From an optimization exercise on the open Yosys and OpenROAD flow, aimed at small area and a short achievable clock period; shortcuts taken in it are not production practice.
Only simulation tests tie the RTL to the original design; equivalence was not proved.

==> run a <==
==> flow/design.v <==
module ram_sdp_be_bit_next (
    input  logic q,
    input  logic d,
    input  logic sel,
    input  logic sel_n,
    output logic nxt
);
    assign nxt = (q & sel_n) | (d & sel);
endmodule
module ram_sdp_be_rd_aoi #(
    parameter int N = 3
) (
    input  logic [N-1:0] d,
    input  logic [N-1:0] sel,
    output logic         y_n
);
    assign y_n = !(|(d & sel));
endmodule
module ram_sdp_be_nand4 (
    input  logic [3:0] a,
    output logic       y
);
    assign y = !(&a);
endmodule
module ram_sdp_be_nor3 (
    input  logic [2:0] a,
    output logic       y
);
    assign y = !(|a);
endmodule
module ram_sdp_be_nand2 (
    input  logic [1:0] a,
    output logic       y
);
    assign y = !(&a);
endmodule
module ram_sdp_be #(
    parameter int DATA_WIDTH = 32,
    parameter int ADDR_WIDTH = 6
) (
    input  logic                      clk,
    input  logic                      rst_n,
    input  logic                      we,
    input  logic [ADDR_WIDTH-1:0]     waddr,
    input  logic [DATA_WIDTH-1:0]     wdata,
    input  logic [DATA_WIDTH/8-1:0]   wbe,
    input  logic                      re,
    input  logic [ADDR_WIDTH-1:0]     raddr,
    output logic [DATA_WIDTH-1:0]     rdata,
    output logic                      rvalid,
    input  logic                      perr_inject,
    output logic [DATA_WIDTH/8-1:0]   rd_perr
);
    localparam int NB    = DATA_WIDTH / 8;
    localparam int DEPTH = 2 ** ADDR_WIDTH;
    localparam int BW    = 9;       
    generate
        if (DATA_WIDTH % 8 != 0) begin : g_bad_width
            $error("ram_sdp_be: DATA_WIDTH must be a multiple of 8");
        end
        if (ADDR_WIDTH != 6) begin : g_bad_depth
            $error("ram_sdp_be: the read tree is built for ADDR_WIDTH 6");
        end
    endgenerate
    logic [BW-1:0] wr_lane [NB];
    always_comb begin
        for (int i = 0; i < NB; i++) begin
            wr_lane[i][7:0] = wdata[8*i +: 8];
            wr_lane[i][8]   = (^wdata[8*i +: 8]) ^ perr_inject;
        end
    end
    logic [BW-1:0] mem [DEPTH][NB];
    for (genvar w = 0; w < DEPTH; w++) begin : g_word
        logic wsel;
        assign wsel = rst_n && we && (waddr == ADDR_WIDTH'(w));
        for (genvar i = 0; i < NB; i++) begin : g_lane
            logic          sel;
            logic [BW-1:0] q, nxt;
            assign sel = wsel && wbe[i];
            for (genvar b = 0; b < BW; b++) begin : g_bit
                ram_sdp_be_bit_next u_next (
                    .q    (q[b]),
                    .d    (wr_lane[i][b]),
                    .sel  (sel),
                    .sel_n(!sel),
                    .nxt  (nxt[b])
                );
            end
            always_ff @(posedge clk) begin
                q <= nxt;
            end
            assign mem[w][i] = q;
        end
    end
    logic [DEPTH-1:0]      s1_rsel;
    logic                  s1_valid;
    logic [NB-1:0]         s1_fwd;
    always_ff @(posedge clk) begin
        for (int w = 0; w < DEPTH; w++) begin
            s1_rsel[w] <= (raddr == ADDR_WIDTH'(w));
        end
        s1_valid <= rst_n && re;
        for (int i = 0; i < NB; i++) begin
            s1_fwd[i] <= we && wbe[i] && (waddr == raddr);
        end
    end
    logic [DEPTH-1:0] rsel;
    logic [BW-1:0]    rd_lane [NB];
    assign rsel = s1_rsel;
    for (genvar i = 0; i < NB; i++) begin : g_rd_lane
        for (genvar b = 0; b < BW; b++) begin : g_rd_bit
            logic [DEPTH-1:0] col;
            for (genvar w = 0; w < DEPTH; w++) begin : g_col
                assign col[w] = mem[w][i][b];
            end
            localparam int NG = (DEPTH + 2) / 3;
            logic [NG-1:0] grp_n;
            for (genvar g = 0; g < NG; g++) begin : g_grp
                localparam int LO = 3 * g;
                localparam int N  = (DEPTH - LO < 3) ? DEPTH - LO : 3;
                ram_sdp_be_rd_aoi #(.N(N)) u_aoi (
                    .d  (col[LO +: N]),
                    .sel(rsel[LO +: N]),
                    .y_n(grp_n[g])
                );
            end
            logic [5:0] l2;
            logic [1:0] l3_n;
            for (genvar k = 0; k < 5; k++) begin : g_l2
                ram_sdp_be_nand4 u_nand (.a(grp_n[4*k +: 4]), .y(l2[k]));
            end
            ram_sdp_be_nand2 u_nand_l2 (.a(grp_n[21:20]), .y(l2[5]));
            ram_sdp_be_nor3 u_nor_a (.a(l2[2:0]), .y(l3_n[0]));
            ram_sdp_be_nor3 u_nor_b (.a(l2[5:3]), .y(l3_n[1]));
            ram_sdp_be_nand2 u_nand_l4 (.a(l3_n), .y(rd_lane[i][b]));
        end
    end
    always_ff @(posedge clk) begin
        rvalid <= rst_n && s1_valid;
        for (int i = 0; i < NB; i++) begin
            rdata[8*i +: 8] <= rd_lane[i][7:0];
            rd_perr[i]      <= !s1_fwd[i] && (^rd_lane[i]);
        end
    end
endmodule
module ram_sdp_be_top (
    input  logic        clk,
    input  logic        rst_n,
    input  logic        we,
    input  logic [5:0]  waddr,
    input  logic [31:0] wdata,
    input  logic [3:0]  wbe,
    input  logic        re,
    input  logic [5:0]  raddr,
    output logic [31:0] rdata,
    output logic        rvalid,
    input  logic        perr_inject,
    output logic [3:0]  rd_perr
);
    ram_sdp_be #(
        .DATA_WIDTH(32),
        .ADDR_WIDTH(6)
    ) u_ram (
        .clk        (clk),
        .rst_n      (rst_n),
        .we         (we),
        .waddr      (waddr),
        .wdata      (wdata),
        .wbe        (wbe),
        .re         (re),
        .raddr      (raddr),
        .rdata      (rdata),
        .rvalid     (rvalid),
        .perr_inject(perr_inject),
        .rd_perr    (rd_perr)
    );
endmodule
==> flow/run.sh <==
#!/bin/bash
# synth_recipe.tcl (not shown) runs the flow's synth.tcl, then flattens the netlist and writes it again
# the make line also repeats each setting of config.mk as NAME=value (left out here)
make -C /OpenROAD-flow-scripts/flow DESIGN_CONFIG=/design/flow/config.mk WORK_HOME=/design/flow/orfs CLKGATE_MAP_FILE= SYNTH_SCRIPT=/design/flow/synth_recipe.tcl finish
==> flow/config.mk <==
export PLATFORM = sky130hd
export DESIGN_NAME = ram_sdp_be_top
export DESIGN_NICKNAME = ram_sdp_be_top
export VERILOG_FILES = /design/flow/design.v
export SDC_FILE = /design/flow/constraint.sdc
export NUM_CORES = 4
export LEC_CHECK = 0
export CAP_MARGIN = 20
export CORE_MARGIN = 2
export CORE_UTILIZATION = 45
export SETUP_SLACK_MARGIN = 2.5
export SLEW_MARGIN = 20
export SYNTH_HIERARCHICAL = 1
==> flow/constraint.sdc <==
create_clock -name core_clock -period 5.0 [get_ports {clk}]
set_input_delay 1.0000 -clock core_clock [delete_from_list [all_inputs] [get_ports {clk}]]
set_output_delay 1.0000 -clock core_clock [all_outputs]
set_load 0.01 [all_outputs]
==> run b (differences from run a) <==
==> flow/design.v (replaced) <==
module ram_sdp_be #(
    parameter int DATA_WIDTH = 32,
    parameter int ADDR_WIDTH = 7,
    parameter int RD_LATENCY = 1,
    parameter int RDW_MODE   = 0
) (
    input  logic                      clk,
    input  logic                      rst_n,
    input  logic                      we,
    input  logic [ADDR_WIDTH-1:0]     waddr,
    input  logic [DATA_WIDTH-1:0]     wdata,
    input  logic [DATA_WIDTH/8-1:0]   wbe,
    input  logic                      re,
    input  logic [ADDR_WIDTH-1:0]     raddr,
    output logic [DATA_WIDTH-1:0]     rdata,
    output logic                      rvalid,
    input  logic                      perr_inject,
    output logic [DATA_WIDTH/8-1:0]   rd_perr
);
    localparam int NB    = DATA_WIDTH / 8;
    localparam int DEPTH = 2 ** ADDR_WIDTH;
    generate
        if (RD_LATENCY != 1 && RD_LATENCY != 2) begin : g_bad_latency
            $error("ram_sdp_be: RD_LATENCY must be 1 or 2");
        end
        if (DATA_WIDTH % 8 != 0) begin : g_bad_width
            $error("ram_sdp_be: DATA_WIDTH must be a multiple of 8");
        end
        if (RDW_MODE != 0 && RDW_MODE != 1) begin : g_bad_rdw
            $error("ram_sdp_be: RDW_MODE must be 0 or 1");
        end
    endgenerate
    logic [DATA_WIDTH-1:0] mem_data [DEPTH];
    logic [DATA_WIDTH-1:0] rd_old;
    logic [DATA_WIDTH-1:0] rd_word;
    logic [NB-1:0]         rd_err;
    logic                  rdw_hit;
    assign rdw_hit = we && (waddr == raddr);
    assign rd_old  = mem_data[raddr];
    always_ff @(posedge clk) begin
        if (rst_n && we) begin
            for (int i = 0; i < NB; i++) begin
                if (wbe[i]) begin
                    mem_data[waddr][8*i +: 8] <= wdata[8*i +: 8];
                end
            end
        end
    end
    always_comb begin
        rd_word = rd_old;
        if (RDW_MODE == 1 && rdw_hit) begin
            for (int i = 0; i < NB; i++) begin
                if (wbe[i]) begin
                    rd_word[8*i +: 8] = wdata[8*i +: 8];
                end
            end
        end
    end
    logic [NB-1:0] mem_par [DEPTH];
    logic [NB-1:0] wr_par;
    logic [NB-1:0] rd_par_old;
    logic [NB-1:0] rd_par;
    always_comb begin
        wr_par = '0;
        for (int i = 0; i < NB; i++) begin
            wr_par[i] = (^wdata[8*i +: 8]) ^ perr_inject;
        end
    end
    always_ff @(posedge clk) begin
        if (rst_n && we) begin
            for (int i = 0; i < NB; i++) begin
                if (wbe[i]) begin
                    mem_par[waddr][i] <= wr_par[i];
                end
            end
        end
    end
    assign rd_par_old = mem_par[raddr];
    always_comb begin
        rd_par = rd_par_old;
        if (RDW_MODE == 1 && rdw_hit) begin
            for (int i = 0; i < NB; i++) begin
                if (wbe[i]) begin
                    rd_par[i] = ^wdata[8*i +: 8];
                end
            end
        end
    end
    always_comb begin
        rd_err = '0;
        for (int i = 0; i < NB; i++) begin
            rd_err[i] = (^rd_word[8*i +: 8]) ^ rd_par[i];
        end
    end
    logic [DATA_WIDTH-1:0] s1_data;
    logic [NB-1:0]         s1_err;
    logic                  s1_valid;
    always_ff @(posedge clk) begin
        if (!rst_n) begin
            s1_valid <= 1'b0;
            s1_data  <= '0;
            s1_err   <= '0;
        end else begin
            s1_valid <= re;
            if (re) begin
                s1_data <= rd_word;
            end
            s1_err <= re ? rd_err : '0;
        end
    end
    generate
        if (RD_LATENCY == 2) begin : g_lat2
            always_ff @(posedge clk) begin
                if (!rst_n) begin
                    rvalid  <= 1'b0;
                    rdata   <= '0;
                    rd_perr <= '0;
                end else begin
                    rvalid <= s1_valid;
                    if (s1_valid) begin
                        rdata <= s1_data;
                    end
                    rd_perr <= s1_valid ? s1_err : '0;
                end
            end
        end else begin : g_lat1
            assign rvalid  = s1_valid;
            assign rdata   = s1_data;
            assign rd_perr = s1_err;
        end
    endgenerate
endmodule
module ram_sdp_be_top (
    input  logic        clk,
    input  logic        rst_n,
    input  logic        we,
    input  logic [5:0]  waddr,
    input  logic [31:0] wdata,
    input  logic [3:0]  wbe,
    input  logic        re,
    input  logic [5:0]  raddr,
    output logic [31:0] rdata,
    output logic        rvalid,
    input  logic        perr_inject,
    output logic [3:0]  rd_perr
);
    ram_sdp_be #(
        .DATA_WIDTH(32),
        .ADDR_WIDTH(6),
        .RD_LATENCY(2),
        .RDW_MODE  (1)
    ) u_ram (
        .clk        (clk),
        .rst_n      (rst_n),
        .we         (we),
        .waddr      (waddr),
        .wdata      (wdata),
        .wbe        (wbe),
        .re         (re),
        .raddr      (raddr),
        .rdata      (rdata),
        .rvalid     (rvalid),
        .perr_inject(perr_inject),
        .rd_perr    (rd_perr)
    );
endmodule
--- a/flow/config.mk
+++ b/flow/config.mk
@@ -10,4 +10,2 @@
 export CORE_UTILIZATION = 45
-export SETUP_SLACK_MARGIN = 2.5
 export SLEW_MARGIN = 20
-export SYNTH_HIERARCHICAL = 1
==> flow_metrics.tcl <==
set metrics [dict create \
    ys_types 30 \
    die_area_um2 188000 \
    worst_hold_startpoint "u_ram.s1_valid" \
    clkCellAreaFrac_pct 8.23 \
    die_h_um 433 \
    routed_wl_um 349000 \
    layout.nets 7289 \
    final_common_cell "dfxtp_1" \
    rrSetupSlack_ns 1.85 \
    outcome "complete, no violations" \
    worst_pin_slew_ns 1.20 \
]
[end of results for run a]
==> flow_metrics.tcl <==
set metrics [dict create \
    outcome "complete, no violations" \
    routed_wl_um 270000 \
    die_area_um2 212000 \
    cp-start-kind "primary input" \
    clkCellAreaFrac_pct 6.71 \
    ys_types 64 \
    seq_area_um2 70700 \
    worst_pin_slew_ns 1.03 \
    rrSetupSlack_ns 1.92 \
    die_h_um 460 \
    final_common_cell "edfxtp_1" \
    layout.nets 5187 \
    synth_simple_gate_area_share_pct 3.24 \
]
[end of results for run b]

re-timing with driven ports:
Ports are ideal in the flow. The routed layouts listed here were re-timed in OpenROAD.
Step 1 (the two cells are an assumption about what drives the block):
set clk [get_ports {clk}]
set_driving_cell -lib_cell sky130_fd_sc_hd__clkbuf_16 $clk
set_driving_cell -lib_cell sky130_fd_sc_hd__buf_2 [delete_from_list [all_inputs] $clk]
Step 2 moves the port delays by t, midway between the first and last clock arrival at a register: inputs arrive t later, outputs are due t later. That takes back most of the time a late clock gives input paths.
Slacks: ideal ports / drivers / drivers and shift; pairs: ideal ports / drivers.
| run | t (ns) | slack for setup (ns) | worst register clock-pin slew, ns |
|---|---|---|---|
| run a | 0.985 | 1.845 / 1.845 / 1.486 | 0.07 / 0.07 |
| run b | 0.965 | 0.860 / 0.904 / -0.061 | 0.07 / 0.07 |
With both steps, setup timing fails in run b, where it was met with ideal ports. The setup slack of run b, which loses most, moves by +0.044 ns with the drivers and by -0.921 ns with both steps.
